Background: an optimization exercise with open tools, aiming at small area, a short achievable clock period and few clock cycles. Do not read the settings as production practice.
RTL that was checked went through simulation tests only; none was proved equivalent to the original.
Function not checked in runs 4 and 5: the RTL went through the layout flow alone.
No activity file was given, so power comes from the tool's default toggle rates.

--- design.v ---
module conv_window_gen #(
  parameter int unsigned IMG_W  = 30,
  parameter int unsigned IMG_H  = 30,
  parameter int unsigned PIX_W  = 48,
  parameter int unsigned ADDR_W = 10
) (
  input  logic                 clk,
  input  logic                 rst,
  input  logic                 start,
  output logic                 rom_en,
  output logic [ADDR_W-1:0]    rom_addr,
  input  logic [PIX_W-1:0]     rom_data,
  output logic                 win_valid,
  input  logic                 win_ready,
  output logic [9*PIX_W-1:0]   win_data,
  output logic [4:0]           win_row,
  output logic [4:0]           win_col,
  output logic                 busy,
  output logic                 done
);
  localparam int unsigned NPix   = IMG_W * IMG_H;
  localparam int unsigned Depth  = 2 * IMG_W + 3;
  localparam int unsigned NPush  = NPix + IMG_W + 1;    
  localparam int unsigned CntW   = $clog2(NPush + 1);
  localparam logic [CntW-1:0]   LastPix  = CntW'(NPix - 1);
  localparam logic [CntW-1:0]   LastPush = CntW'(NPush - 1);
  localparam logic [CntW-1:0]   PreWin   = CntW'(IMG_W);
  localparam logic [ADDR_W-1:0] LastAddr = ADDR_W'(NPix - 1);
  localparam logic [4:0]        ColLast  = 5'(IMG_W - 1);
  localparam logic [4:0]        ColPre   = 5'(IMG_W - 2);
  localparam logic [4:0]        RowPre   = 5'(IMG_H - 2);
  logic              busy_q, done_q;
  logic              en_q, vld_q;
  logic [ADDR_W-1:0] addr_q;
  logic [CntW-1:0]   pix_q;             
  logic              ph_data_q;         
  logic              ph_flush_q;        
  logic              fin_q;             
  logic              win_on_q;          
  logic              win_valid_q;
  logic [4:0]        row_q, col_q;
  logic [8:0]        mask_q;            
  logic [PIX_W-1:0]  sr_q [Depth];
  logic can_push, push, lost, load_win, last_hs, accept;
  assign can_push = !win_valid_q || win_ready;
  assign push     = can_push && ((ph_data_q && vld_q) || ph_flush_q);
  assign lost     = ph_data_q && vld_q && !can_push;
  assign load_win = push && win_on_q;
  assign last_hs  = fin_q && win_valid_q && win_ready;
  assign accept   = start && !busy_q && !done_q;
  logic       top_n, bot_n, lft_n, rgt_n;
  logic [4:0] row_n, col_n;
  always_comb begin
    if (mask_q[5]) begin
      col_n = '0;
      row_n = row_q + 1'b1;
      top_n = (row_q == 5'h1f);
      bot_n = (row_q == RowPre);
    end else begin
      col_n = col_q + 1'b1;
      row_n = row_q;
      top_n = mask_q[1];
      bot_n = mask_q[7];
    end
    lft_n = mask_q[5];
    rgt_n = (col_q == ColPre);
  end
  always_ff @(posedge clk or posedge rst) begin
    if (rst) begin
      busy_q      <= 1'b0;
      done_q      <= 1'b0;
      en_q        <= 1'b0;
      vld_q       <= 1'b0;
      addr_q      <= '0;
      pix_q       <= '0;
      ph_data_q   <= 1'b0;
      ph_flush_q  <= 1'b0;
      fin_q       <= 1'b0;
      win_on_q    <= 1'b0;
      win_valid_q <= 1'b0;
      row_q       <= '0;
      col_q       <= '0;
      mask_q      <= '0;
    end else begin
      done_q <= last_hs;
      if (accept) begin
        busy_q     <= 1'b1;
        en_q       <= 1'b1;
        vld_q      <= 1'b0;
        addr_q     <= '0;
        pix_q      <= '0;
        ph_data_q  <= 1'b1;
        ph_flush_q <= 1'b0;
        fin_q      <= 1'b0;
        win_on_q   <= 1'b0;
        row_q      <= 5'h1f;
        col_q      <= ColLast;
        mask_q     <= 9'b000_100_000;
      end else begin
        if (last_hs) busy_q <= 1'b0;
        vld_q <= en_q && !lost;
        if (lost) begin
          en_q   <= 1'b1;
          addr_q <= pix_q[ADDR_W-1:0];
        end else if (en_q) begin
          en_q   <= (addr_q != LastAddr);
          addr_q <= addr_q + 1'b1;
        end
        if (push) begin
          pix_q <= pix_q + 1'b1;
          if (pix_q == LastPix) begin
            ph_data_q  <= 1'b0;
            ph_flush_q <= 1'b1;
          end
          if (pix_q == LastPush) begin
            ph_flush_q <= 1'b0;
            fin_q      <= 1'b1;
          end
          if (pix_q == PreWin) win_on_q <= 1'b1;
        end
        if (load_win) begin
          row_q  <= row_n;
          col_q  <= col_n;
          mask_q <= {bot_n | rgt_n, bot_n, bot_n | lft_n,
                     rgt_n,         1'b0,  lft_n,
                     top_n | rgt_n, top_n, top_n | lft_n};
        end
      end
      if (load_win) win_valid_q <= 1'b1;
      else if (win_ready) win_valid_q <= 1'b0;
    end
  end
  always_ff @(posedge clk) begin
    if (push) begin
      sr_q[0] <= ~rom_data;
      for (int t = 1; t < Depth; t++) sr_q[t] <= sr_q[t-1];
    end
  end
  for (genvar i = 0; i < 3; i++) begin : g_row
    for (genvar j = 0; j < 3; j++) begin : g_col
      localparam int unsigned TapIJ = 2 * IMG_W + 2 - i * IMG_W - j;
      assign win_data[PIX_W*(3*i+j) +: PIX_W] = ~(sr_q[TapIJ] | {PIX_W{mask_q[3*i+j]}});
    end
  end
  assign rom_en    = en_q;
  assign rom_addr  = addr_q;
  assign win_valid = win_valid_q;
  assign win_row   = row_q;
  assign win_col   = col_q;
  assign busy      = busy_q;
  assign done      = done_q;
endmodule
--- run.sh ---
#!/bin/bash
# synth_recipe.tcl (not shown) runs the flow's synth.tcl, then flattens the netlist and writes it again
# the make line also repeats each setting of config.mk as NAME=value (left out here)
make -C /OpenROAD-flow-scripts/flow DESIGN_CONFIG=/design/flow/config.mk WORK_HOME=/design/flow/orfs CLKGATE_MAP_FILE= SYNTH_SCRIPT=/design/flow/synth_recipe.tcl finish
--- config.mk ---
export PLATFORM = sky130hd
export DESIGN_NAME = conv_window_gen
export DESIGN_NICKNAME = conv_window_gen
export VERILOG_FILES = /design/flow/design.v
export SDC_FILE = /design/flow/constraint.sdc
export NUM_CORES = 4
export LEC_CHECK = 0
export CAP_MARGIN = 20
export CORE_MARGIN = 2
export CORE_UTILIZATION = 40
export SLEW_MARGIN = 20
--- constraint.sdc ---
create_clock -name core_clock -period 5.0 [get_ports {clk}]
set_input_delay 1.0000 -clock core_clock [delete_from_list [all_inputs] [get_ports {clk}]]
set_output_delay 1.0000 -clock core_clock [all_outputs]
set_load 0.01 [all_outputs]
==> results of run 1 <==
-- layout make-up --
cell class | instances | area, sq um
Antenna cell | 2 | 5.00
Clock buffer | 394 | 8400
Clock inverter | 145 | 1180
Fill cell | 19100 | 123000
Inverter | 103 | 388
Multi-Input combinational cell | 565 | 2620
Sequential cell | 3071 | 92000
Tap cell | 3167 | 3960
Timing Repair Buffer | 574 | 5940
-- metal layers --
metal	routed length, um	vias up	GRT usage
met3	8040	357	0.0322
met5	0	-	0
met4	5540	0	0.0509
met2	58400	879	0.154
li1	-	16400	-
met1	51900	17600	0.121
-- state kept, by name, summed over array words and instances (netlist names) --
signal / count
row_q: 5
fin_q: 1
done_q: 1
col_q: 5
en_q: 1
mask_q: 8
sr_q: 3024
busy_q: 1
win_valid_q: 1
addr_q: 10
ph_flush_q: 1
pix_q: 10
vld_q: 1
ph_data_q: 1
win_on_q: 1
-- power breakdown --
group | switching [W] | internal (W) | total, W | leakage, nW
clock | 0.00889 | 0.0128 | 0.0217 | 4.68
sequential | 0.00262 | 0.0384 | 0.0410 | 28.1
combinational | 0.00479 | 0.00246 | 0.00725 | 4.18
-- cell families (layout without fill, tap and decap cells) --
group	after synthesis	count (layout)	share of synthesized area
flops	3071	3071	0.966
simple gates	487	487	0.0212
buf+inv	162	1216	0.00657
compound gates	48	48	0.00315
xor+xnor	18	18	0.00166
fa+ha+maj	8	8	0.00105
mux	4	4	0.000420
other cells	0	2	0
-- worst max-delay path: cells and delay by family (launching register included) --
kind          cells  cell delay (ns)
buf+inv           2             0.92
simple gates      1             0.11
flops             1             0.79
-- worst paths after layout --
check	from	end	cells past startpoint
min in group asynchronous	rst	row_q[3]	2
worst max-delay path	mask_q[5]	win_data[271]	3
worst min register to register	sr_q[11][42]	sr_q[12][42]	0
worst min-delay path	sr_q[11][42]	sr_q[12][42]	0
worst max register to register	win_valid_q	sr_q[48][27]	5
max in group asynchronous	rst	mask_q[0]	2
-- cell usage in the layout, fill, tap and decap left out, drive strengths merged, types with 2 or more instances in the layout --
master         netlist  final
buf                 13     67
nand4               10     10
bufinv               0     19
clkinvlp             0      5
mux2i                4      4
or3                  3      3
diode                0      2
nor4                 5      5
a21oi               14     14
nor3                 8      8
clkinv               0    116
xor2                 5      5
nand2               16     16
inv                103    108
clkbuf              46    394
edfxtp            3024   3024
a211oi               8      8
o211ai               2      2
nor2               415    415
nand3               11     11
and3                 7      7
xnor2               13     13
ha                   8      8
o21ai               13     13
dfrtp               47     47
a21o                 2      2
nor4b                2      2
clkdlybuf4s50        0    507
a31oi                3      3
-- per-stage QoR --
stage | total power [W] | util | setup WS [ns] | instances
2_1_floorplan | 0.0357 | - | -41.42 | 3798
3_3_place_gp | 0.0486 | 0.442 | 1.20 | 7479
3_5_place_dp | 0.0490 | 0.442 | 1.19 | 7479
4_1_cts | 0.0711 | 0.482 | 1.07 | 8018
5_1_grt | 0.0732 | 0.482 | 0.989 | 8020
6_report | 0.0700 | 0.482 | 1.21 | 8021
==> reports/metrics.csv, run 1 <==
stage;metric;value;unit
worst_setup_path;crit_fanout;36;
power_and_ir_drop;p_leak;36.9;nW
routing;firstDrtPassIters;5;
synth;synth_top_area_cell;edfxtp_1;
die;initial_utilization;0.401;
routing;ant_nets;0;
global_routing;grt_max_degree;156;
synth;syn_avg_cell_area;25.1;sq um
clock_network;postCtsResizedCells;0;
sta;setup-tns-final;0;ns
sta;min_period;3.79;ns
routing;drc_errors;0;
global_routing;grt_util_all_layers;0.0981;
sta;tightest_slew;1.05;ns
synth;synthTopCellsByArea;edfxtp_1, nor2_1, dfrtp_1, inv_1, clkbuf_1;
synth;ys_warn_count;2;
synth;yosysSeqAreaShare;0.966;
routing;avgViaCountPerCell;4.40;
worst_setup_path;endpoint_kind;primary output;
layout;drive_gt1_frac;0.100;
sta;slew-limit-headroom;0.299;
synth;netlist.area_leader.share;0.954;
clock_network;root_buffer;clkbuf_16;
worst_setup_path;max_stage_delay;0.79;ns
clock_network;clk_pin_slew;0.06;ns
layout;nNetsFinal;4694;
synth;synth_area;95200;sq um
die;rows;179;
global_routing;antenna_found_initial;2;
die;coreArea;237000;sq um
synth;yosysMostFrequentCell;edfxtp_1;
synth;synth_edf_count;3024;
min_path;hold_class;reg2reg;
clock_network;cts_buffers;319;
layout;fin_area;114000;sq um
synth;ys_types;48;
sta;worst_hold_slack;0.369;ns
sta;fin_crit_sh;0.757;
worst_setup_path;rrSetupSlack;2.32;ns
die;die_area;242000;sq um
global_routing;grt_pass1_vias;34900;
die;num_io_pins;508;
sta;final_hold_viol_count;0;
place;gp_congestion;0.787;
sta;finClkSkew;0.0671;ns
routing;vias;35300;
status;status;finished clean;
power_and_ir_drop;power_density;611;nW/um^2
place;place_area;105000;sq um
synth;synth_cells;3798;
sta;rsz0062_at_grt;false;
clock_network;cts_tree;yes;
synth;syn-num-nets;3858;
routing;drt_iter0_markers;2702;
routing;routed_wl;124000;um
layout;area.growth.synth_to_final;20.2;%
sta;slew_violations;0;
synth;ys_top_cells_by_count;edfxtp_1, nor2_1, inv_1;
worst_setup_path;crit_required;4.00;ns
worst_setup_path;critPathKind;reg2out;
worst_setup_path;crit_path_top_delay_cell;dfrtp_2;
place;port_buffers;507;
sta;fmax;264;MHz
die;die_y;492;um
clock_network;cts_setup_buffers;0;
worst_setup_path;startpoint_type;flop;
place;dp_hpwl;67300;um
clock_network;cts-hold-fix-buffers;0;
routing;wire_per_inst;15.4;um
run;cap_violations;0;
clock_network;htree_levels;5;
clock_network;cts.path.max_buffers;4;
global_routing;grt_pass1_wl;190000;um
clock_network;numClockSinks;3071;
worst_setup_path;arrival;2.79;ns
synth;async_flop_share;0.0153;
power_and_ir_drop;vdd_drop_max;0.000390;V
die;fp.dieW;492;um
clock_network;insertion_delay;0.91;ns
synth;ys_ff_latch;3071;
worst_setup_path;crit_chain;buf_4 > nor2_1 > clkdlybuf4s50_1;
global_routing;grt-ovfl-total;0;
sta;setup_violations;0;
synth;synth-main-ff-cell;edfxtp_1;
Testbench counts, summed over its fixed seeds: cycles 22,456.
==> run 2: changes to the inputs <==
--- a/config.mk
+++ b/config.mk
@@ -7,5 +7,8 @@
 export LEC_CHECK = 0
 export CAP_MARGIN = 20
 export CORE_MARGIN = 2
-export CORE_UTILIZATION = 40
+export CORE_UTILIZATION = 70
+export CTS_BUF_LIST = sky130_fd_sc_hd__clkbuf_8 sky130_fd_sc_hd__clkbuf_16
+export PLACE_DENSITY = 0.8
+export SETUP_SLACK_MARGIN = 2.5
 export SLEW_MARGIN = 20
==> run 2 against run 1 <==
Compared with the run above: the flow now stops in global routing; synthesized area is the same; synthesized cell count is the same.
==> reports/metrics.csv, run 2 <==
stage;metric;value;unit
sta;worstEndpointGrtRepair;win_data[269];
synth;synth_top_area_cell;edfxtp_1;
place;gp_congestion;0.796;
synth;ys_types;48;
synth;ys_top_cells_by_count;edfxtp_1, nor2_1, inv_1;
synth;async_flop_share;0.0153;
status;status;did not finish;
place;port_buffers;507;
die;die_y;373;um
global_routing;antenna_found_initial;7;
clock_network;cts_buffers;292;
clock_network;root_buffer;clkbuf_16;
clock_network;htree_levels;5;
synth;syn_avg_cell_area;25.1;sq um
clock_network;numClockSinks;3071;
clock_network;cts-hold-fix-buffers;0;
synth;synth_cells;3798;
synth;netlist.area_leader.share;0.954;
synth;yosysMostFrequentCell;edfxtp_1;
synth;syn-num-nets;3858;
die;rows;135;
clock_network;cts.path.max_buffers;4;
synth;ys_ff_latch;3071;
synth;ys_warn_count;2;
status;stop_stage;global routing;
global_routing;grt_max_degree;223;
synth;yosysSeqAreaShare;0.966;
status;stop_error;[ERROR DPL-0033] detailed placement checks failed during check placement.;
sta;worstEndpointType;primary output;
die;num_io_pins;508;
synth;synth-main-ff-cell;edfxtp_1;
place;dp.cells;6073;
die;fp.dieW;373;um
synth;synth_edf_count;3024;
place;dp_hpwl;71900;um
die;initial_utilization;0.704;
synth;synthTopCellsByArea;edfxtp_1, nor2_1, dfrtp_1, inv_1, clkbuf_1;
synth;synth_area;95200;sq um
==> run 2: cell counts after synthesis <==
No cell type changed its count.
==> run 2: timing repair <==
| action | CTS |
|---|---|
| gates resized for setup | 2181 |
| cloned | 19 |
| pin swaps | 105 |
| setup endpoints to repair | 1053 |
| buffers inserted | 134 |
==> run 2: per-stage QoR <==
| step | utilization | setup WS (ns) | instance area (sq um) | hold slack [ns] | power (W) |
|---|---|---|---|---|---|
| CTS | 0.846 | 1.85 | 114000 | 0.371 | 0.0737 |
| detailed placement | 0.761 | 1.54 | 103000 | 0.405 | 0.0490 |
| global placement | 0.761 | 1.57 | 103000 | 0.400 | 0.0482 |
| floorplan | - | -41.42 | 95200 | 0.400 | 0.0357 |
==> run 2: logic make-up after synthesis <==
logic type,Yosys count,synth area share
muxes,4,0.000420
buffers and inverters,162,0.00657
AOI/OAI and AO/OA,48,0.00315
xor gates and xnor gates,18,0.00166
adders and majority gates,8,0.00105
DFF,3071,0.966
and+or+nand+nor,487,0.0212
==> run 2: power by group through the flow <==
stage	sequential [W]	combinational [W]	clock [W]
3_5_place_dp	0.0418	0.00719	0
4_1_cts	0.0416	0.0105	0.0215
3_3_place_gp	0.0413	0.00693	0
2_1_floorplan	0.0338	0.00190	0
==> run 2: how the worst min path moves through the flow <==
stage | from | endpoint | cells after the start
global placement | sr_q[29][29] | sr_q[30][29] | 0
CTS | sr_q[24][1] | sr_q[25][1] | 0
detailed placement | sr_q[9][14] | sr_q[10][14] | 0
floorplan | sr_q[9][0] | sr_q[10][0] | 0
==> run 3: changes to the inputs <==
--- a/config.mk
+++ b/config.mk
@@ -8,7 +8,7 @@
 export CAP_MARGIN = 20
 export CORE_MARGIN = 2
 export CORE_UTILIZATION = 70
-export CTS_BUF_LIST = sky130_fd_sc_hd__clkbuf_8 sky130_fd_sc_hd__clkbuf_16
+export CTS_BUF_LIST = sky130_fd_sc_hd__clkbuf_4 sky130_fd_sc_hd__clkbuf_8
+export CTS_CLUSTER_SIZE = 30
 export PLACE_DENSITY = 0.8
-export SETUP_SLACK_MARGIN = 2.5
 export SLEW_MARGIN = 20
==> run 3 against run 2 <==
Compared with the run above: now clean on timing, DRC and antenna; synthesized cell count stayed put; synthesized area did not move.
==> reports/metrics.csv, run 3 <==
stage;metric;value;unit
status;status;finished clean;
synth;yosysSeqAreaShare;0.966;
power_and_ir_drop;p_leak;36.5;nW
routing;drt_iter0_markers;3460;
sta;min_period;4.08;ns
clock_network;cts_buffers;445;
die;coreArea;135000;sq um
synth;ys_warn_count;2;
synth;synth-main-ff-cell;edfxtp_1;
power_and_ir_drop;power_density;603;nW/um^2
min_path;hold_class;reg2reg;
die;die_area;139000;sq um
global_routing;grt_pass1_wl;208000;um
clock_network;clk_pin_slew;0.06;ns
sta;slew_violations;0;
die;die_y;373;um
worst_setup_path;crit_fanout;35;
clock_network;cts_setup_buffers;0;
place;dp_hpwl;71900;um
clock_network;cts_tree;yes;
clock_network;insertion_delay;1.02;ns
synth;synth_edf_count;3024;
layout;area.growth.synth_to_final;16.8;%
sta;worst_hold_slack;0.364;ns
clock_network;numClockSinks;3071;
worst_setup_path;critPathKind;reg2out;
routing;drc_errors;0;
layout;finalNonFillerCells;6847;
layout;largest_register_ffs;3024;
worst_setup_path;r2r_cells;4;
layout;fillCellCount;5494;
synth;synthTopCellsByArea;edfxtp_1, nor2_1, dfrtp_1, inv_1, clkbuf_1;
clock_network;htree_levels;5;
synth;synth_top_area_cell;edfxtp_1;
worst_setup_path;crit_required;4.00;ns
global_routing;grt_util_all_layers;0.198;
place;gp_congestion;0.796;
sta;tightest_slew;1.14;ns
die;num_io_pins;508;
place;dpl_worst_slack;1.54;ns
die;initial_utilization;0.704;
synth;syn_avg_cell_area;25.1;sq um
global_routing;grt_pass1_vias;37400;
sta;rsz0062_at_grt;false;
routing;vias;36700;
power_and_ir_drop;vdd_drop_max;0.000419;V
layout;drive_gt1_frac;0.142;
run;cap_violations;0;
global_routing;grt-ovfl-total;0;
global_routing;grt_max_degree;223;
clock_network;postCtsResizedCells;0;
sta;fin_crit_sh;0.817;
global_routing;antenna_found_initial;4;
layout;top_regs;sr_q: 3024 flops, addr_q: 10 flops, pix_q: 10 flops;
synth;ys_types;48;
worst_setup_path;endpoint_kind;primary output;
place;dp.cells;6073;
worst_setup_path;startpoint_type;flop;
power_and_ir_drop;total_power;0.0671;W
synth;synth_cells;3798;
routing;ant_nets;0;
die;rows;135;
layout;nNetsFinal;4801;
worst_setup_path;rrSetupSlack;2.52;ns
min_path;whs_path_depth;0;
sta;finClkSkew;0.0727;ns
layout;layout.cells.most_common;edfxtp_1;
synth;netlist.area_leader.share;0.954;
synth;async_flop_share;0.0153;
worst_setup_path;arrival;3.08;ns
routing;routed_wl;139000;um
clock_network;cts.path.max_buffers;4;
routing;wire_per_inst;20.2;um
synth;ys_top_cells_by_count;edfxtp_1, nor2_1, inv_1;
sta;slew-limit-headroom;0.240;
sta;fmax;245;MHz
routing;firstDrtPassIters;6;
synth;ys_ff_latch;3071;
place;port_buffers;507;
synth;synth_area;95200;sq um
routing;avgViaCountPerCell;5.36;
layout;top_register;sr_q;
synth;syn-num-nets;3858;
layout;most-common-layout-cells;edfxtp_1, clkdlybuf4s50_1, clkbuf_8;
sta;fin_ws;0.916;ns
sta;final_hold_viol_count;0;
clock_network;root_buffer;clkbuf_8;
sta;setup-tns-final;0;ns
clock_network;cts-hold-fix-buffers;0;
sta;setup_violations;0;
die;fp.dieW;373;um
synth;yosysMostFrequentCell;edfxtp_1;
run 3: cell counts after synthesis:
Identical to the previous run, type by type.
run 3: cell type report:
| cell class | instances | area [sq um] | area share |
|---|---|---|---|
| sequential | 3071 | 92000 | 0.827 |
| clock buffer | 597 | 7290 | 0.0656 |
| timing repair buffer | 555 | 5760 | 0.0518 |
| multi-input combinational | 565 | 2630 | 0.0236 |
| tap | 1781 | 2230 | 0.0200 |
| clock inverter | 174 | 895 | 0.00805 |
| inverter | 103 | 388 | 0.00349 |
| antenna | 1 | 2.50 | 0.0000225 |
run 3: cells by family (layout without fill, tap and decap cells):
group / Yosys count / after routing / synth area share
compound gates: 48 / 48 / 0.00315
fa+ha+maj: 8 / 8 / 0.00105
buf+inv: 162 / 1429 / 0.00657
simple gates: 487 / 487 / 0.0212
flops: 3071 / 3071 / 0.966
mux: 4 / 4 / 0.000420
xor+xnor: 18 / 18 / 0.00166
other cells: 0 / 1 / 0
run 3: final timing paths:
check	start	endpoint
max	mask_q[3]	win_data[145]
min	sr_q[15][21]	sr_q[16][21]
max reg2reg	mask_q[5]	row_q[4]
min reg2reg	sr_q[15][21]	sr_q[16][21]
max in group asynchronous	rst	mask_q[7]
min in group asynchronous	rst	mask_q[2]
run 3: where the power goes:
| group | internal (W) | switching (W) |
|---|---|---|
| Clock | 0.00971 | 0.00869 |
| Sequential | 0.0385 | 0.00304 |
| Combinational | 0.00236 | 0.00482 |
run 3: per-layer routing:
metal	up-vias	track usage	wire length (um)
met5	-	0	13
met4	2	0.0752	3210
met3	250	0.0632	10900
met2	1363	0.312	67400
met1	18300	0.266	57000
li1	16700	-	-
run 3: metrics by stage:
step,area [sq um],util
2_1_floorplan,95200,-
3_3_place_gp,103000,0.761
3_5_place_dp,103000,0.761
4_1_cts,111000,0.821
5_1_grt,111000,0.822
6_report,111000,0.822
run 3: critical path, cell delays in order (launching register included):
cell,delay [ns]
dfrtp_2,1.11
buf_4,0.37
nor2_1,0.10
clkdlybuf4s50_1,0.49
==> run 4: changes to the inputs <==
--- a/design.v
+++ b/design.v
@@ -22,6 +22,8 @@
   localparam int unsigned Depth  = 2 * IMG_W + 3;
   localparam int unsigned NPush  = NPix + IMG_W + 1;    
   localparam int unsigned CntW   = $clog2(NPush + 1);
+  localparam int unsigned NMask  = 4;                   
+  localparam int unsigned MaskW  = PIX_W / NMask;       
   localparam logic [CntW-1:0]   LastPix  = CntW'(NPix - 1);
   localparam logic [CntW-1:0]   LastPush = CntW'(NPush - 1);
   localparam logic [CntW-1:0]   PreWin   = CntW'(IMG_W);
@@ -39,7 +41,7 @@
   logic              win_on_q;          
   logic              win_valid_q;
   logic [4:0]        row_q, col_q;
-  logic [8:0]        mask_q;            
+  logic [8:0]        mask_q [NMask];    
   logic [PIX_W-1:0]  sr_q [Depth];
   logic can_push, push, lost, load_win, last_hs, accept;
   assign can_push = !win_valid_q || win_ready;
@@ -48,22 +50,24 @@
   assign load_win = push && win_on_q;
   assign last_hs  = fin_q && win_valid_q && win_ready;
   assign accept   = start && !busy_q && !done_q;
-  logic       top_n, bot_n, lft_n, rgt_n;
   logic [4:0] row_n, col_n;
-  always_comb begin
-    if (mask_q[5]) begin
-      col_n = '0;
-      row_n = row_q + 1'b1;
-      top_n = (row_q == 5'h1f);
-      bot_n = (row_q == RowPre);
-    end else begin
-      col_n = col_q + 1'b1;
-      row_n = row_q;
-      top_n = mask_q[1];
-      bot_n = mask_q[7];
-    end
-    lft_n = mask_q[5];
-    rgt_n = (col_q == ColPre);
+  logic       row_end, col_pre, row_wrap, row_pre;
+  assign row_end  = (col_q == ColLast);
+  assign col_pre  = (col_q == ColPre);
+  assign row_wrap = (row_q == 5'h1f);
+  assign row_pre  = (row_q == RowPre);
+  assign col_n    = row_end ? 5'd0 : col_q + 1'b1;
+  assign row_n    = row_end ? row_q + 1'b1 : row_q;
+  logic [8:0] mask_n [NMask];
+  for (genvar c = 0; c < NMask; c++) begin : g_mask_n
+    logic top_n, bot_n, lft_n, rgt_n;
+    assign lft_n = mask_q[c][5];
+    assign rgt_n = !mask_q[c][5] && col_pre;
+    assign top_n = mask_q[c][5] ? row_wrap : mask_q[c][1];
+    assign bot_n = mask_q[c][5] ? row_pre  : mask_q[c][7];
+    assign mask_n[c] = {bot_n | rgt_n, bot_n, bot_n | lft_n,
+                        rgt_n,         1'b0,  lft_n,
+                        top_n | rgt_n, top_n, top_n | lft_n};
   end
   always_ff @(posedge clk or posedge rst) begin
     if (rst) begin
@@ -80,7 +84,6 @@
       win_valid_q <= 1'b0;
       row_q       <= '0;
       col_q       <= '0;
-      mask_q      <= '0;
     end else begin
       done_q <= last_hs;
       if (accept) begin
@@ -95,7 +98,6 @@
         win_on_q   <= 1'b0;
         row_q      <= 5'h1f;
         col_q      <= ColLast;
-        mask_q     <= 9'b000_100_000;
       end else begin
         if (last_hs) busy_q <= 1'b0;
         vld_q <= en_q && !lost;
@@ -121,13 +123,16 @@
         if (load_win) begin
           row_q  <= row_n;
           col_q  <= col_n;
-          mask_q <= {bot_n | rgt_n, bot_n, bot_n | lft_n,
-                     rgt_n,         1'b0,  lft_n,
-                     top_n | rgt_n, top_n, top_n | lft_n};
         end
       end
       if (load_win) win_valid_q <= 1'b1;
       else if (win_ready) win_valid_q <= 1'b0;
+    end
+  end
+  always_ff @(posedge clk) begin
+    for (int c = 0; c < NMask; c++) begin
+      if (accept) mask_q[c] <= 9'b000_100_000;
+      else if (load_win) mask_q[c] <= mask_n[c];
     end
   end
   always_ff @(posedge clk) begin
@@ -139,7 +144,10 @@
   for (genvar i = 0; i < 3; i++) begin : g_row
     for (genvar j = 0; j < 3; j++) begin : g_col
       localparam int unsigned TapIJ = 2 * IMG_W + 2 - i * IMG_W - j;
-      assign win_data[PIX_W*(3*i+j) +: PIX_W] = ~(sr_q[TapIJ] | {PIX_W{mask_q[3*i+j]}});
+      for (genvar c = 0; c < NMask; c++) begin : g_slice
+        assign win_data[PIX_W*(3*i+j) + MaskW*c +: MaskW] =
+            ~(sr_q[TapIJ][MaskW*c +: MaskW] | {MaskW{mask_q[c][3*i+j]}});
+      end
     end
   end
   assign rom_en    = en_q;
==> config.mk (replaced) <==
export PLATFORM = sky130hd
export DESIGN_NAME = conv_window_gen
export DESIGN_NICKNAME = conv_window_gen
export VERILOG_FILES = /design/flow/design.v
export SDC_FILE = /design/flow/constraint.sdc
export NUM_CORES = 4
export LEC_CHECK = 0
export CAP_MARGIN = 20
export CORE_MARGIN = 2
export CORE_UTILIZATION = 55
export SETUP_SLACK_MARGIN = 2.0
export SLEW_MARGIN = 20
==> run 4 against run 3 <==
Compared with the run above: still clean on timing, DRC and antenna; global-route usage shrank 4.8 points; maximum frequency rose by 40%; die area is 28% higher; combinational power up 7.9%; cell count is 7.7% higher; synthesized area rose by 0.81%; clock power is 18% higher; worst hold slack gained 0.027 ns; via count decreased by 0.61%; non-clock buffer count rose by 126; sequential power rose by 13%; critical path type unchanged; largest cell class unchanged.
==> reports/metrics.csv, run 4 <==
stage;metric;value;unit
sta;setup_violations;0;
routing;drt_iter0_markers;3157;
synth;synthTopCellsByArea;edfxtp_1, nor2_1, dfrtp_1, dfxtp_1, inv_1;
worst_setup_path;max_stage_delay;0.39;ns
worst_setup_path;crit_fanout;6;
layout;layout.cells.most_common;edfxtp_1;
clock_network;numClockSinks;3095;
routing;firstDrtPassIters;5;
synth;netlist.area_leader.share;0.946;
die;fp.dieW;422;um
place;dp_hpwl;72300;um
power_and_ir_drop;p_leak;42.0;nW
clock_network;cts.path.max_buffers;4;
layout;top_register;sr_q;
die;die_area;178000;sq um
die;num_io_pins;508;
worst_setup_path;arrival;1.91;ns
layout;final_util;0.663;
clock_network;cts_tree;yes;
synth;yosysMostFrequentCell;edfxtp_1;
clock_network;cts-hold-fix-buffers;0;
routing;vias;36500;
layout;nNetsFinal;4894;
synth;ys_types;40;
worst_setup_path;crit_path_top_delay_cell;dfxtp_4;
sta;slew-limit-headroom;0.422;
power_and_ir_drop;total_power;0.0767;W
power_and_ir_drop;power_density;666;nW/um^2
clock_network;clk_pin_slew;0.06;ns
global_routing;grt-ovfl-total;0;
worst_setup_path;startpoint_type;flop;
worst_setup_path;rrSetupSlack;2.49;ns
sta;fin_ws;2.09;ns
routing;avgViaCountPerCell;4.94;
place;port_buffers;507;
synth;synth_cells;3890;
power_and_ir_drop;switching_power;0.0174;W
worst_setup_path;crit_required;4.00;ns
synth;synth_edf_count;3024;
worst_setup_path;crit_top_cell;buf_4;
layout;largest_register_ffs;3024;
layout;top_regs;sr_q: 3024 flops, mask_q: 32 flops;
place;gp_congestion;0.785;
sta;final_hold_viol_count;0;
layout;area.growth.synth_to_final;20.0;%
layout;most-common-layout-cells;edfxtp_1, dlygate4sd2_1, nor2_1;
power_and_ir_drop;swShare;0.227;
routing;routed_wl;136000;um
clock_network;htree_levels;5;
die;initial_utilization;0.553;
global_routing;grt_pass1_wl;205000;um
synth;synth_top_area_cell;edfxtp_1;
synth;synth-main-ff-cell;edfxtp_1;
synth;ys_ff_latch;3095;
sta;fin_crit_sh;0.583;
place;dpl_worst_slack;1.42;ns
power_and_ir_drop;vdd_drop_max;0.000359;V
synth;async_flop_share;0.0126;
die;rows;153;
synth;ys_top_cells_by_count;edfxtp_1, nor2_1, inv_1;
synth;ys_warn_count;4;
sta;tightest_slew;0.867;ns
power_and_ir_drop;comb_power_share;0.101;
global_routing;grt_pass1_vias;36000;
status;status;finished clean;
layout;drive_gt1_frac;0.127;
power_and_ir_drop;internal_power;0.0594;W
global_routing;grt_max_degree;131;
routing;ant_nets;0;
sta;fmax;343;MHz
sta;slew_violations;0;
run;cap_violations;0;
sta;rsz0062_at_grt;true;
worst_setup_path;endpoint_kind;primary output;
clock_network;cts_buffers;313;
synth;synth_area;96000;sq um
clock_network;root_buffer;clkbuf_16;
die;coreArea;174000;sq um
sta;min_period;2.91;ns
sta;worst_hold_slack;0.392;ns
routing;wire_per_inst;18.4;um
power_and_ir_drop;clkPwrFrac;0.285;
synth;syn-num-nets;3951;
synth;yosysSeqAreaShare;0.963;
synth;syn_avg_cell_area;24.7;sq um
power_and_ir_drop;p_seq_frac;0.614;
global_routing;antenna_found_initial;12;
die;die_y;422;um
min_path;hold_class;reg2reg;
worst_setup_path;crit_chain;buf_4 > buf_4 > nor2_1 > clkbuf_2;
sta;setup-tns-final;0;ns
global_routing;grt_util_all_layers;0.150;
worst_setup_path;critPathKind;reg2out;
routing;drc_errors;0;
clock_network;insertion_delay;0.90;ns
sta;finClkSkew;0.0314;ns
-- run 4: changes by cell type after synthesis, sizes merged, moves of 4 or more --
cell	previous run	this run
dfrtp	47	39
o211ai	2	9
mux2i	4	9
or3	3	7
o311ai	0	5
nand3	11	15
inv	103	107
nand2b	1	8
a21oi	14	24
a221o	0	4
buf	13	7
nand2	16	45
dfxtp	0	32
-- run 4: layer usage --
metal  GRT usage  wire length [um]  vias up
li1            -                 -    17000
met1       0.201             58200    18200
met2       0.238             65400      883
met3      0.0409              8150      311
met4      0.0624              4370        0
met5           0                 0        -
-- run 4: final timing paths --
kind | from | to | cells after the start
max | mask_q[0][5] | win_data[243] | 4
min | sr_q[14][33] | sr_q[15][33] | 0
max reg2reg | win_valid_q | sr_q[3][27] | 5
min reg2reg | sr_q[14][33] | sr_q[15][33] | 0
max in group asynchronous | rst | addr_q[4] | 2
min in group asynchronous | rst | busy_q | 2
-- run 4: power by group through the flow --
stage               registers (W)  logic [W]  clock network (W)
floorplan                  0.0371    0.00155                  0
global placement           0.0474    0.00823                  0
detailed placement         0.0478    0.00838                  0
CTS                        0.0473    0.00798             0.0226
global route               0.0482    0.00848             0.0236
finish                     0.0471    0.00775             0.0218
-- run 4: stage by stage --
stage               cells  area, sq um
global route         7377       115000
floorplan            3890        96000
CTS                  7375       115000
detailed placement   6750       105000
finish               7377       115000
global placement     6750       105000
-- run 4: critical path, delay by kind of cell, from the launching register on --
kind / cells / cell delay, ns
and+or+nand+nor: 1 / 0.16
DFF: 1 / 0.39
buffers and inverters: 3 / 0.48
-- run 4: cell type report --
| class | count | area, sq um |
|---|---|---|
| diodes | 1 | 2.50 |
| repair buffers | 681 | 6650 |
| inverters | 107 | 402 |
| fillers | 11300 | 58500 |
| well taps | 2325 | 2910 |
| multi-input cells | 635 | 3020 |
| clock inverters | 148 | 1310 |
| flip-flops and latches | 3095 | 92500 |
| clock buffers | 385 | 8310 |
-- run 4: cell families after synthesis --
logic type / share of synthesized area
AO/OA/AOI/OAI: 0.00494
XOR/XNOR: 0.00137
adder cells (fa/ha/maj): 0.00117
buffers and inverters: 0.00633
flip-flops: 0.963
multiplexers: 0.000938
AND/OR/NAND/NOR: 0.0225
-- run 4: timing repair --
| action | CTS | global route |
|---|---|---|
| resized for setup | 507 | 46 |
| endpoints found under the setup margin | 436 | 34 |
| buffers inserted | 92 | 1 |
==> run 5: changes to the inputs <==
--- a/config.mk
+++ b/config.mk
@@ -8,5 +8,5 @@
 export CAP_MARGIN = 20
 export CORE_MARGIN = 2
 export CORE_UTILIZATION = 55
-export SETUP_SLACK_MARGIN = 2.0
+export SETUP_SLACK_MARGIN = 2.4
 export SLEW_MARGIN = 20
==> run 5 against run 4 <==
Compared with the run above: setup slack better by 0.17 ns; power rose by 4.1%; clock skew shrank 0.0011 ns; register-to-register slack improved by 0.36 ns; critical path depth unchanged; highest routed layer unchanged.
==> reports/metrics.csv, run 5 <==
stage;metric;value;unit
layout;final_util;0.689;
sta;rsz0062_at_grt;true;
run;cap_violations;0;
die;coreArea;174000;sq um
place;gp_congestion;0.785;
worst_setup_path;crit_chain;buf_12 > buf_6 > nor2_2 > buf_2;
worst_setup_path;endpoint_kind;primary output;
routing;drc_errors;0;
global_routing;grt-ovfl-total;0;
synth;syn-num-nets;3951;
min_path;hold_class;reg2reg;
worst_setup_path;rrSetupSlack;2.85;ns
synth;synth_cells;3890;
synth;ys_ff_latch;3095;
worst_setup_path;max_stage_delay;0.36;ns
sta;tightest_slew;0.885;ns
synth;ys_types;40;
die;die_area;178000;sq um
sta;final_hold_viol_count;0;
worst_setup_path;crit_required;4.00;ns
sta;fin_ws;2.25;ns
clock_network;clk_pin_slew;0.06;ns
worst_setup_path;startpoint_type;flop;
layout;most-common-layout-cells;edfxtp_1, buf_6, nor2_4;
status;status;finished clean;
layout;area.growth.synth_to_final;24.6;%
worst_setup_path;crit_fanout;6;
place;dp.cells;6750;
clock_network;htree_levels;5;
routing;wire_per_inst;19.1;um
worst_setup_path;critPathKind;reg2out;
layout;layout.cells.most_common;edfxtp_1;
routing;vias;37300;
clock_network;cts.path.max_buffers;4;
global_routing;grt_util_all_layers;0.155;
die;initial_utilization;0.553;
synth;ys_top_cells_by_count;edfxtp_1, nor2_1, inv_1;
die;die_y;422;um
routing;ant_nets;0;
synth;synthTopCellsByArea;edfxtp_1, nor2_1, dfrtp_1, dfxtp_1, inv_1;
layout;finalNonFillerCells;7463;
clock_network;cts-hold-fix-buffers;0;
clock_network;root_buffer;clkbuf_16;
clock_network;insertion_delay;0.90;ns
layout;drive_gt1_frac;0.301;
sta;min_period;2.75;ns
synth;synth_top_area_cell;edfxtp_1;
worst_setup_path;crit_path_top_delay_cell;dfxtp_4;
synth;synth_area;96000;sq um
synth;yosysMostFrequentCell;edfxtp_1;
layout;top_regs;sr_q: 3024 flops, mask_q: 32 flops;
layout;nNetsFinal;4979;
sta;slew_violations;0;
synth;syn_avg_cell_area;24.7;sq um
synth;ys_warn_count;4;
synth;netlist.area_leader.share;0.946;
place;dp_hpwl;72300;um
power_and_ir_drop;power_density;668;nW/um^2
routing;routed_wl;142000;um
layout;largest_register_ffs;3024;
synth;async_flop_share;0.0126;
global_routing;grt_max_degree;131;
worst_setup_path;crit_family;buffers and inverters;
die;rows;153;
sta;fin_crit_sh;0.549;
sta;fmax;364;MHz
global_routing;grt_pass1_vias;36800;
die;fp.dieW;422;um
clock_network;numClockSinks;3095;
routing;firstDrtPassIters;5;
clock_network;cts_buffers;313;
synth;yosysSeqAreaShare;0.963;
global_routing;grt_pass1_wl;211000;um
worst_setup_path;worst-path-buf-inv;3;
synth;synth-main-ff-cell;edfxtp_1;
sta;slew-limit-headroom;0.410;
sta;worst_hold_slack;0.390;ns
worst_setup_path;arrival;1.75;ns
global_routing;antenna_found_initial;8;
power_and_ir_drop;p_leak;42.8;nW
routing;drt_iter0_markers;3192;
power_and_ir_drop;vdd_drop_max;0.000368;V
sta;setup_violations;0;
synth;synth_edf_count;3024;
place;dpl_worst_slack;1.42;ns
sta;setup-tns-final;0;ns
routing;avgViaCountPerCell;5.00;
layout;fillCellCount;10700;
place;port_buffers;507;
die;num_io_pins;508;
sta;finClkSkew;0.0303;ns
layout;top_register;sr_q;
clock_network;cts_tree;yes;
## run 5: changes by cell type in the layout (fill, tap and decap cells not counted), sizes merged
cell and delta:
dlygate4sd2 -409, dlymetal6s2s -11, buf +538, clkdlybuf4s15 -9, clkbuf -10, diode +1
clkdlybuf4s50 -14
## run 5: through the flow
step           instance area (sq um)  total power [W]
2_1_floorplan                  96000           0.0386
3_3_place_gp                  105000           0.0556
3_5_place_dp                  105000           0.0562
4_1_cts                       117000           0.0790
5_1_grt                       120000           0.0835
6_report                      120000           0.0799
## run 5: per-layer routing
layer / wire length [um] / global-route usage / vias up / part of all wire
met1: 59700 / 0.207 / 18900 / 0.42
li1: - / - / 17200 / -
met4: 5400 / 0.0702 / 0 / 0.038
met2: 69000 / 0.241 / 901 / 0.48
met3: 8270 / 0.0422 / 325 / 0.058
met5: 0 / 0 / - / 0
## run 5: what timing repair did
item	4_1_cts	5_1_grt
cloned	1	3
endpoints found under the setup margin	459	896
setup buffers	153	21
pin swaps	295	103
resized for setup	2544	600
## run 5: area by class of cell
| type | instances | area [sq um] | area share |
|---|---|---|---|
| multi-input cells | 635 | 5580 | 0.0466 |
| well taps | 2325 | 2910 | 0.0243 |
| repair buffers | 766 | 8540 | 0.0714 |
| diodes | 2 | 5.00 | 0.0000418 |
| clock inverters | 148 | 1310 | 0.0110 |
| clock buffers | 385 | 8310 | 0.0695 |
| flip-flops and latches | 3095 | 92600 | 0.774 |
| inverters | 107 | 402 | 0.00336 |
## run 5: final timing paths
check,cells past startpoint,to,startpoint
hold reg to reg,0,sr_q[15][33],sr_q[14][33]
hold / removal,0,sr_q[15][33],sr_q[14][33]
max in group asynchronous,2,en_q,rst
setup reg to reg,5,sr_q[62][19],win_valid_q
min in group asynchronous,2,busy_q,rst
setup / recovery,4,win_data[31],mask_q[2][0]
## run 5: where the power goes
group	internal [W]	switching, W	leakage (nW)
sequential	0.0438	0.00381	31.3
combinational	0.00449	0.00589	6.78
clock	0.0130	0.00888	4.69
## run 5: cells by family (layout without fill, tap and decap cells)
family / after synthesis / after routing / synth area share
flip-flops: 3095 / 3095 / 0.963
AND/OR/NAND/NOR: 529 / 529 / 0.0225
buffers and inverters: 160 / 1406 / 0.00633
AO/OA/AOI/OAI: 73 / 73 / 0.00494
XOR/XNOR: 15 / 15 / 0.00137
adder cells (fa/ha/maj): 9 / 9 / 0.00117
multiplexers: 9 / 9 / 0.000938
other: 0 / 2 / 0
==> run 6: changes to the inputs <==
--- a/design.v
+++ b/design.v
@@ -22,7 +22,7 @@
   localparam int unsigned Depth  = 2 * IMG_W + 3;
   localparam int unsigned NPush  = NPix + IMG_W + 1;    
   localparam int unsigned CntW   = $clog2(NPush + 1);
-  localparam int unsigned NMask  = 4;                   
+  localparam int unsigned NMask  = 8;                   
   localparam int unsigned MaskW  = PIX_W / NMask;       
   localparam logic [CntW-1:0]   LastPix  = CntW'(NPix - 1);
   localparam logic [CntW-1:0]   LastPush = CntW'(NPush - 1);
==> flow/run.sh (new file) <==
#!/bin/bash
# Layout flow: the standard ORFS flow (standard.sh, standard synthesis unchanged) with
#  - a leaner clock tree: larger sink clusters and no dummy loads, so fewer buffer levels;
#  - plain buffers (sky130 buf_1, upsized by timing repair where needed) on every port.
# make's full output goes to flow_make.log here; each ORFS step logs under orfs/logs/.
set -euo pipefail
export CTS_ARGS="-sink_clustering_enable -repair_clock_nets -dont_use_dummy_load -sink_clustering_size 20 -sink_clustering_max_diameter 80"
export BUFFER_PORTS_ARGS="-buffer_cell sky130_fd_sc_hd__buf_1"
bash standard.sh > flow_make.log 2>&1
==> standard.sh (new file) <==
#!/bin/bash
# synth_recipe.tcl (not shown) runs the flow's synth.tcl, then flattens the netlist and writes it again
# the make line also repeats each setting of config.mk as NAME=value (left out here)
make -C /OpenROAD-flow-scripts/flow DESIGN_CONFIG=/design/flow/config.mk WORK_HOME=/design/flow/orfs CLKGATE_MAP_FILE= SYNTH_SCRIPT=/design/flow/synth_recipe.tcl "${@:-finish}"
--- a/config.mk
+++ b/config.mk
@@ -7,6 +7,6 @@
 export LEC_CHECK = 0
 export CAP_MARGIN = 20
 export CORE_MARGIN = 2
-export CORE_UTILIZATION = 55
-export SETUP_SLACK_MARGIN = 2.4
+export CORE_UTILIZATION = 65
+export SETUP_SLACK_MARGIN = 2.5
 export SLEW_MARGIN = 20
removed: run.sh
==> run 6 against run 5 <==
Compared with the run above: still clean on timing, DRC and antenna; synthesized area grew 1.3%; worst hold slack lost 0.014 ns; count of clock-buffer cells in the layout shrank 211; sequential power grew 9.5%; via count shrank 2.3%; die area shrank 14%; synthesized cell count grew 3.0%; clock power shrank 39%; critical path depth shrank 2; maximum frequency grew 4.6%; critical endpoint is now win_data[265]; largest cell class unchanged; highest routed layer is now met5.
==> reports/metrics.csv, run 6 <==
stage;metric;value;unit
worst_setup_path;cp-startpoint;sr_q[30][25];
sta;setup_violations;0;
synth;netlist.area_leader.share;0.934;
routing;vias;36500;
clock_network;cts_buffers;174;
synth;syn-num-nets;4067;
global_routing;grt_util_all_layers;0.168;
run;cap_violations;0;
worst_setup_path;arrival;1.63;ns
layout;drive_gt1_frac;0.230;
layout;nNetsFinal;4872;
sta;tightest_slew;1.03;ns
synth;ys_ff_latch;3127;
global_routing;grt_max_degree;178;
global_routing;antenna_found_initial;5;
synth;synth_cells;4006;
place;port_buffers;507;
routing;drc_errors;0;
worst_setup_path;startpoint_type;flop;
die;initial_utilization;0.656;
layout;area.growth.synth_to_final;13.2;%
sta;slew-limit-headroom;0.314;
die;rows;141;
power_and_ir_drop;power_density;726;nW/um^2
synth;yosysSeqAreaShare;0.957;
synth;syn_avg_cell_area;24.3;sq um
routing;wire_per_inst;19.7;um
routing;routed_wl;132000;um
worst_setup_path;crit_fanout;2;
synth;synth_top_area_cell;edfxtp_1;
worst_setup_path;endpoint_kind;primary output;
layout;top_register;sr_q;
die;die_y;391;um
clock_network;htree_levels;4;
synth;ys_types;50;
layout;most-common-layout-cells;edfxtp_1, buf_2, clkbuf_16;
place;dpl_worst_slack;1.54;ns
synth;synth_area;97200;sq um
clock_network;clk_pin_slew;0.07;ns
synth;synth_edf_count;3024;
synth;ys_warn_count;4;
worst_setup_path;max_stage_delay;0.53;ns
sta;fmax;381;MHz
power_and_ir_drop;vdd_drop_max;0.000779;V
worst_setup_path;crit_required;4.00;ns
worst_setup_path;reg2reg_from;ph_data_q;
routing;avgViaCountPerCell;5.41;
routing;ant_nets;0;
routing;drt_iter0_markers;3291;
clock_network;cts.path.max_buffers;3;
clock_network;numClockSinks;3127;
synth;async_flop_share;0.0125;
synth;synthTopCellsByArea;edfxtp_1, nor2_1, dfxtp_1, dfrtp_1, inv_1;
clock_network;root_buffer;clkbuf_16;
layout;largest_register_ffs;3024;
worst_setup_path;critPathKind;reg2out;
place;gp_congestion;0.761;
worst_setup_path;crit_end;win_data[265];
status;status;finished clean;
sta;rsz0062_at_grt;true;
layout;top_regs;sr_q: 3024 flops, mask_q: 64 flops;
sta;fin_ws;2.37;ns
layout;layout.cells.most_common;edfxtp_1;
place;dp_hpwl;74300;um
synth;synth-main-ff-cell;edfxtp_1;
layout;finalNonFillerCells;6740;
global_routing;grt_pass1_wl;193000;um
sta;min_period;2.63;ns
die;die_area;153000;sq um
worst_setup_path;crit_path_top_delay_cell;edfxtp_1;
clock_network;insertion_delay;0.78;ns
global_routing;grt-ovfl-total;0;
die;coreArea;148000;sq um
clock_network;cts-hold-fix-buffers;0;
synth;ys_top_cells_by_count;edfxtp_1, nor2_1, inv_1;
sta;finClkSkew;0.0482;ns
sta;slew_violations;0;
worst_setup_path;r2r_cells;5;
sta;setup-tns-final;0;ns
place;dp.cells;6441;
die;num_io_pins;508;
clock_network;cts_tree;yes;
synth;yosysMostFrequentCell;edfxtp_1;
sta;fin_crit_sh;0.525;
routing;firstDrtPassIters;5;
worst_setup_path;r2r-end;sr_q[62][19];
min_path;hold_class;reg2reg;
die;fp.dieW;391;um
power_and_ir_drop;p_leak;37.4;nW
worst_setup_path;rrSetupSlack;2.56;ns
sta;worst_hold_slack;0.376;ns
sta;final_hold_viol_count;0;
worst_setup_path;crit_chain;nor2_4 > buf_6;
global_routing;grt_pass1_vias;33900;
run 6: layout make-up:
cell class	instances	area, sq um
diodes	1	2.50
inverters	104	390
multi-input cells	722	4680
repair buffers	682	4890
clock buffers	174	4350
well taps	1930	2410
flip-flops and latches	3127	93300
fillers	8171	38100
run 6: critical path, delay by kind of cell, from the launching register on:
kind          cells  cell delay (ns)
flops             1             0.53
simple gates      1             0.20
buf+inv           1             0.13
run 6: what timing repair did:
item                                    in CTS  in global routing
pin swaps                                  223                 84
gates cloned                                 3                  3
setup buffers                               77                 41
endpoints found under the setup margin    1158               1370
gates resized for setup                    763                298
endpoints found under the hold margin        0                  0
run 6: logic make-up after synthesis:
kind of cell	synth area share
DFF	0.957
and+or+nand+nor	0.0249
buffers and inverters	0.00656
AOI/OAI and AO/OA	0.00668
xor gates and xnor gates	0.00153
muxes	0.00175
adders and majority gates	0.00116
run 6: through the flow:
stage / instance area (sq um) / util / power, W
2_1_floorplan: 97200 / - / 0.0378
3_3_place_gp: 102000 / 0.688 / 0.0641
3_5_place_dp: 102000 / 0.688 / 0.0649
4_1_cts: 109000 / 0.732 / 0.0799
5_1_grt: 110000 / 0.743 / 0.0839
6_report: 110000 / 0.743 / 0.0799
run 6: worst min path at each step:
stage | from | end | slack (ns) | depth (start not counted)
floorplan | sr_q[9][0] | sr_q[10][0] | 0.40 | 0
global placement | sr_q[10][39] | sr_q[11][39] | 0.40 | 0
detailed placement | sr_q[9][17] | sr_q[10][17] | 0.40 | 0
CTS | rom_data[32] | sr_q[0][32] | 0.35 | 2
global route | rom_data[37] | sr_q[0][37] | 0.35 | 2
finish | sr_q[11][1] | sr_q[12][1] | 0.38 | 0
run 6: power breakdown:
part / switching, W / internal [W] / total [W]
Combinational: 0.0108 / 0.00372 / 0.0145
Sequential: 0.00436 / 0.0478 / 0.0521
Clock: 0.00710 / 0.00617 / 0.0133
Total: 0.0223 / 0.0577 / 0.0799
run 6: routing by layer:
layer / global-route usage / up-vias / part of all wire
met5: 0 / - / 0.000098
met4: 0.0470 / 2 / 0.021
met3: 0.0378 / 187 / 0.066
met2: 0.241 / 903 / 0.45
met1: 0.266 / 18400 / 0.46
li1: - / 16900 / -
Testbench counts of run 6, summed over its fixed seeds: cycles 22,456.
==> run 7: changes to the inputs <==
--- a/config.mk
+++ b/config.mk
@@ -7,6 +7,6 @@
 export LEC_CHECK = 0
 export CAP_MARGIN = 20
 export CORE_MARGIN = 2
-export CORE_UTILIZATION = 65
-export SETUP_SLACK_MARGIN = 2.5
+export CORE_UTILIZATION = 55
+export SETUP_SLACK_MARGIN = 2.3
 export SLEW_MARGIN = 20
==> run 7 against run 6 <==
Compared with the run above: core utilization fell by 13 points; via count fell by 1.7%; maximum frequency fell by 2.4%; critical path type unchanged; critical endpoint is now win_data[260].
==> reports/metrics.csv, run 7 <==
stage;metric;value;unit
synth;ys_top_cells_by_count;edfxtp_1, nor2_1, inv_1;
global_routing;grt_util_all_layers;0.142;
worst_setup_path;endpoint_kind;primary output;
place;gp_congestion;0.781;
clock_network;root_buffer;clkbuf_16;
synth;synthTopCellsByArea;edfxtp_1, nor2_1, dfxtp_1, dfrtp_1, inv_1;
sta;finClkSkew;0.0619;ns
layout;nNetsFinal;4800;
clock_network;clk_pin_slew;0.09;ns
routing;routed_wl;130000;um
global_routing;grt_pass1_vias;34700;
sta;final_hold_viol_count;0;
sta;min_period;2.69;ns
sta;rsz0062_at_grt;true;
worst_setup_path;r2r_cells;8;
synth;synth_cells;4006;
routing;ant_nets;0;
die;fp.dieW;424;um
die;initial_utilization;0.553;
layout;drive_gt1_frac;0.0880;
die;die_y;424;um
worst_setup_path;crit_path_top_delay_cell;dfxtp_4;
worst_setup_path;startpoint_type;flop;
clock_network;cts_buffers;176;
synth;syn-num-nets;4067;
synth;netlist.area_leader.share;0.934;
clock_network;insertion_delay;0.80;ns
layout;top_register;sr_q;
status;status;finished clean;
global_routing;antenna_found_initial;14;
worst_setup_path;reg2reg_from;win_valid_q;
sta;slew-limit-headroom;0.342;
sta;fmax;372;MHz
synth;ys_types;50;
place;place_area;103000;sq um
routing;firstDrtPassIters;5;
global_routing;grt-ovfl-total;0;
worst_setup_path;crit_chain;buf_12 > nor2_4 > buf_6;
die;coreArea;176000;sq um
routing;avgViaCountPerCell;5.06;
sta;tightest_slew;0.987;ns
sta;fin_crit_sh;0.538;
die;num_io_pins;508;
synth;ys_ff_latch;3127;
clock_network;numClockSinks;3127;
synth;yosysSeqAreaShare;0.957;
layout;top_regs;sr_q: 3024 flops, mask_q: 64 flops;
clock_network;cts-hold-fix-buffers;0;
layout;fin_area;108000;sq um
worst_setup_path;crit_family;flip-flops;
global_routing;grt_pass1_wl;196000;um
sta;setup-tns-final;0;ns
synth;synth-main-ff-cell;edfxtp_1;
synth;synth_edf_count;3024;
routing;vias;35800;
power_and_ir_drop;total_power;0.0786;W
run;cap_violations;0;
place;dp_hpwl;76400;um
routing;wire_per_inst;18.4;um
global_routing;grt_max_degree;133;
power_and_ir_drop;vdd_drop_max;0.000653;V
layout;layout.cells.most_common;edfxtp_1;
min_path;hold_class;in2async;
routing;drt_iter0_markers;3322;
worst_setup_path;arrival;1.69;ns
place;port_buffers;507;
layout;largest_register_ffs;3024;
clock_network;cts.path.max_buffers;3;
power_and_ir_drop;p_leak;35.8;nW
synth;ys_warn_count;4;
worst_setup_path;critPathKind;reg2out;
worst_setup_path;crit_fanout;5;
synth;syn_avg_cell_area;24.3;sq um
die;rows;154;
clock_network;htree_levels;4;
die;die_area;180000;sq um
synth;yosysMostFrequentCell;edfxtp_1;
clock_network;cts_tree;yes;
sta;slew_violations;0;
worst_setup_path;rrSetupSlack;2.65;ns
layout;area.growth.synth_to_final;11.1;%
worst_setup_path;crit_required;4.00;ns
worst_setup_path;max_stage_delay;0.38;ns
layout;most-common-layout-cells;edfxtp_1, buf_1, nor2_1;
worst_setup_path;r2r-end;pix_q[0];
synth;synth_area;97200;sq um
synth;synth_top_area_cell;edfxtp_1;
routing;drc_errors;0;
worst_setup_path;worst-path-buf-inv;2;
sta;setup_violations;0;
power_and_ir_drop;power_density;728;nW/um^2
synth;async_flop_share;0.0125;
-- run 7: cell counts after synthesis --
No cell type changed its count.
-- run 7: final cells by class --
type / instances / area, sq um
diodes: 8 / 20.0
clock buffers: 176 / 4400
fillers: 12300 / 67900
inverters: 104 / 390
multi-input cells: 722 / 3740
flip-flops and latches: 3127 / 93200
well taps: 2340 / 2930
repair buffers: 608 / 3300
-- run 7: cells by family after synthesis --
kind of cell,synth area share
mux,0.00175
fa+ha+maj,0.00116
xor+xnor,0.00153
buf+inv,0.00656
compound gates,0.00668
simple gates,0.0249
flops,0.957
-- run 7: worst register-to-register path: stages (launching register included) --
cell and delay, ns:
dfrtp_1 0.39, nor2b_1 0.70, nor2_4 0.12, buf_12 0.19, buf_12 0.17, buf_12 0.19, buf_4 0.22, xnor2_1 0.17
nor2_1 0.06
-- run 7: power by group --
group	total [W]	internal [W]	switching [W]
sequential	0.0516	0.0476	0.00403
combinational	0.0135	0.00295	0.0106
clock	0.0135	0.00624	0.00725
total	0.0786	0.0568	0.0219
-- run 7: worst max-delay path by stage --
| stage | from | endpoint | slack [ns] | cells after the start |
|---|---|---|---|---|
| 2_1_floorplan | win_ready | pix_q[1] | -41.77 | 4 |
| 3_3_place_gp | win_ready | sr_q[0][4] | 1.46 | 5 |
| 3_5_place_dp | win_ready | sr_q[0][3] | 1.78 | 6 |
| 4_1_cts | mask_q[3][5] | win_data[260] | 2.16 | 3 |
| 5_1_grt | mask_q[3][5] | win_data[260] | 2.23 | 3 |
| 6_report | mask_q[3][5] | win_data[260] | 2.31 | 3 |
-- run 7: timing repair --
item | CTS | global route
endpoints found under the setup margin | 377 | 56
resized for setup | 177 | 12
cloned | 1 | 0
pin swaps | 7 | 3
buffers inserted | 14 | 1
-- run 7: per-stage QoR --
stage / setup slack (ns) / hold slack (ns) / instances / utilization
2_1_floorplan: -41.77 / 0.400 / 4006 / -
3_3_place_gp: 1.46 / 0.400 / 6884 / 0.585
3_5_place_dp: 1.78 / 0.405 / 6885 / 0.585
4_1_cts: 2.16 / 0.245 / 7076 / 0.613
5_1_grt: 2.23 / 0.314 / 7078 / 0.614
6_report: 2.31 / 0.320 / 7085 / 0.614
-- run 7: layer usage --
metal  track usage  routed length (um)  vias up
met1         0.200               58400    18100
met3        0.0291                6120      234
li1              -                   -    16800
met4        0.0627                5190        0
met2         0.219               60400      708
met5             0                   0        -
==> run 8: changes to the inputs <==
==> flow/run.sh (replaced) <==
#!/bin/bash
# Layout flow: the standard ORFS flow (standard.sh, standard synthesis unchanged) with
#  - a leaner clock tree: larger sink clusters and no dummy loads, so fewer buffer levels;
#  - plain buffers (sky130 buf_1, upsized by timing repair where needed) on every port.
# make's full output goes to flow_make.log here; each ORFS step logs under orfs/logs/.
set -euo pipefail
export CTS_ARGS="-sink_clustering_enable -repair_clock_nets -dont_use_dummy_load -sink_clustering_size 25 -sink_clustering_max_diameter 80"
export BUFFER_PORTS_ARGS="-buffer_cell sky130_fd_sc_hd__buf_1"
bash standard.sh > flow_make.log 2>&1
--- a/config.mk
+++ b/config.mk
@@ -7,6 +7,6 @@
 export LEC_CHECK = 0
 export CAP_MARGIN = 20
 export CORE_MARGIN = 2
-export CORE_UTILIZATION = 55
+export CORE_UTILIZATION = 62
 export SETUP_SLACK_MARGIN = 2.3
 export SLEW_MARGIN = 20
==> run 8 against run 7 <==
Compared with the run above: design area fell by 1.8%; critical path depth is 1 lower; flip-flop and latch count is the same; first-iteration DRC count rose by 14%; sequential power is essentially flat; maximum frequency grew 0.63%.
==> reports/metrics.csv, run 8 <==
stage;metric;value;unit
layout;antenna_cells;0;
layout;nNetsFinal;4740;
synth;async_flop_share;0.0125;
worst_setup_path;rrSetupSlack;2.51;ns
sta;setup-tns-final;0;ns
synth;synthTopCellsByArea;edfxtp_1, nor2_1, dfxtp_1, dfrtp_1, inv_1;
clock_network;cts.path.max_buffers;3;
sta;fin_crit_sh;0.535;
routing;wire_per_inst;18.8;um
global_routing;grt_max_degree;162;
global_routing;grt_pass1_vias;33100;
worst_setup_path;crit_required;4.00;ns
synth;synth_cells;4006;
routing;ant_nets;0;
synth;ys_ff_latch;3127;
die;rows;145;
sta;fmax;374;MHz
power_and_ir_drop;p_seq_frac;0.678;
global_routing;grt_pass1_wl;188000;um
worst_setup_path;r2r_cells;4;
clock_network;numClockSinks;3127;
synth;yosysMostFrequentCell;edfxtp_1;
sta;rsz0062_at_grt;true;
sta;tightest_slew;0.922;ns
worst_setup_path;critPathKind;reg2out;
place;place_area;102000;sq um
sta;slew_violations;0;
min_path;hold_class;in2async;
die;initial_utilization;0.623;
die;fp.dieW;400;um
status;status;finished clean;
routing;drt_iter0_markers;3776;
sta;finClkSkew;0.0530;ns
layout;multi_input_area;3560;sq um
layout;drive_gt1_frac;0.0665;
routing;avgViaCountPerCell;5.31;
worst_setup_path;arrival;1.67;ns
synth;ys_types;50;
routing;drc_errors;0;
worst_setup_path;startpoint_type;flop;
synth;ys_top_cells_by_count;edfxtp_1, nor2_1, inv_1;
clock_network;insertion_delay;0.80;ns
clock_network;cts-hold-fix-buffers;0;
synth;syn_avg_cell_area;24.3;sq um
power_and_ir_drop;total_power;0.0764;W
power_and_ir_drop;swShare;0.279;
synth;synth_top_area_cell;edfxtp_1;
power_and_ir_drop;comb_power_share;0.163;
routing;routed_wl;127000;um
global_routing;grt-ovfl-total;0;
clock_network;root_buffer;clkbuf_16;
worst_setup_path;reg2reg_from;win_valid_q;
routing;vias;35800;
layout;largest_register_ffs;3024;
synth;synth_edf_count;3024;
clock_network;clk_pin_slew;0.09;ns
synth;synth-main-ff-cell;edfxtp_1;
synth;synth_area;97200;sq um
die;die_y;400;um
worst_setup_path;r2r-end;addr_q[7];
place;gp_congestion;0.767;
clock_network;cts_buffers;145;
sta;setup_violations;0;
place;port_buffers;507;
worst_setup_path;endpoint_kind;primary output;
layout;top_register;sr_q;
die;coreArea;156000;sq um
synth;yosysSeqAreaShare;0.957;
layout;most-common-layout-cells;edfxtp_1, buf_1, nor2_1;
sta;slew-limit-headroom;0.386;
synth;ys_warn_count;4;
global_routing;grt_util_all_layers;0.154;
layout;fillCellCount;9842;
layout;top_regs;sr_q: 3024 flops, mask_q: 64 flops;
run;cap_violations;0;
clock_network;cts_tree;yes;
die;num_io_pins;508;
power_and_ir_drop;internal_power;0.0551;W
power_and_ir_drop;switching_power;0.0213;W
layout;layout.cells.most_common;edfxtp_1;
clock_network;htree_levels;4;
routing;firstDrtPassIters;5;
sta;worst_hold_slack;0.325;ns
power_and_ir_drop;clkPwrFrac;0.159;
power_and_ir_drop;p_leak;35.1;nW
layout;register_area;93200;sq um
power_and_ir_drop;power_density;720;nW/um^2
power_and_ir_drop;vdd_drop_max;0.000686;V
global_routing;antenna_found_initial;9;
worst_setup_path;crit_fanout;2;
worst_setup_path;cp-startpoint;sr_q[30][21];
synth;syn-num-nets;4067;
place;dp_hpwl;73800;um
synth;netlist.area_leader.share;0.934;
layout;fin_area;106000;sq um
layout;area.growth.synth_to_final;9.16;%
die;die_area;160000;sq um
sta;final_hold_viol_count;0;
sta;min_period;2.67;ns
run 8: area by class of cell:
class / instances / area share
Sequential cell: 3127 / 0.878
Clock buffer: 145 / 0.0342
Multi-Input combinational cell: 722 / 0.0335
Timing Repair Buffer: 579 / 0.0261
Tap cell: 2058 / 0.0243
Inverter: 104 / 0.00368
run 8: critical path, stage by stage (launching register included):
cell      delay [ns]
edfxtp_1        0.57
nor2_1          0.17
buf_2           0.16
run 8: metal layers:
metal	global-route usage	vias up	wire length, um
met4	0.0451	0	2610
met5	0	-	0
met2	0.218	849	55100
met3	0.0386	161	8340
met1	0.245	18100	60500
li1	-	16600	-
run 8: worst max-delay path by stage:
stage,to
final,win_data[261]
after global routing,win_data[282]
after CTS,win_data[282]
after detailed placement,sr_q[2][8]
after global placement,sr_q[0][8]
after floorplan,pix_q[1]
run 8: through the flow:
stage | util | worst slack (ns) | instances
2_1_floorplan | - | -41.77 | 4006
3_3_place_gp | 0.655 | 1.63 | 6579
3_5_place_dp | 0.655 | 1.59 | 6579
4_1_cts | 0.680 | 2.13 | 6733
5_1_grt | 0.680 | 2.26 | 6735
6_report | 0.680 | 2.33 | 6735
run 8: kinds of logic after synthesis:
family                     count (synthesis)  synth area share
adders and majority gates                  9           0.00116
xor gates and xnor gates                  17           0.00153
buffers and inverters                    157           0.00656
AOI/OAI and AO/OA                         97           0.00668
muxes                                     17           0.00175
and+or+nand+nor                          582            0.0249
DFF                                     3127             0.957
run 8: power by group through the flow:
stage          sequential [W]  combinational, W  clock, W
2_1_floorplan          0.0358           0.00206         0
3_3_place_gp           0.0519            0.0123         0
3_5_place_dp           0.0524            0.0127         0
4_1_cts                0.0520            0.0128    0.0127
5_1_grt                0.0529            0.0140    0.0136
6_report               0.0518            0.0125    0.0122
run 8: what timing repair did:
item	CTS	global route
buffers inserted	9	2
gates resized for setup	87	12
endpoints found under the setup margin	410	12
gates cloned	0	0
pin swaps	1	1

[separate check: timing with driven ports]
The flow's constraints put no driver on any port. The routed layouts listed below were extracted and timed again, unchanged, in two steps. Step 1 sets driving cells, clkbuf_16 on the clock port and buf_2 on the other inputs (assumed; they add their load-dependent delay and slew). Step 2 adds t to the input delays and takes it off the output delays; t is the mean of the earliest and latest rising clock arrival at the registers after step 1. Input paths then give back, and output paths get back, about the clock's delay inside the block. a / b / c = ideal / step 1 / step 2; a / b = the first two.
run	t, ns	setup slack, ns	clock arrival spread, ns	slew at the worst register clock pin (ns)	worst slew at a driven data input, ns
run 1	0.963	1.213 / 1.134 / 1.208	0.076 / 0.076	0.07 / 0.07	0.06
run 3	1.064	0.916 / 0.839 / 1.317	0.085 / 0.086	0.08 / 0.08	0.15
run 4	0.966	2.087 / 2.006 / 1.294	0.035 / 0.035	0.06 / 0.06	0.16
run 5	0.972	2.254 / 2.169 / 1.673	0.034 / 0.035	0.06 / 0.06	0.15
run 6	0.847	2.374 / 2.286 / 1.957	0.053 / 0.053	0.08 / 0.08	0.07
run 7	0.848	2.309 / 2.232 / 1.930	0.070 / 0.070	0.09 / 0.09	0.08
run 8	0.857	2.326 / 2.238 / 1.802	0.057 / 0.058	0.10 / 0.10	0.05
After both steps every run listed still meets setup and hold. For run 4, which loses most, drivers alone change the setup slack by -0.081 ns; drivers and shift together by -0.793 ns.
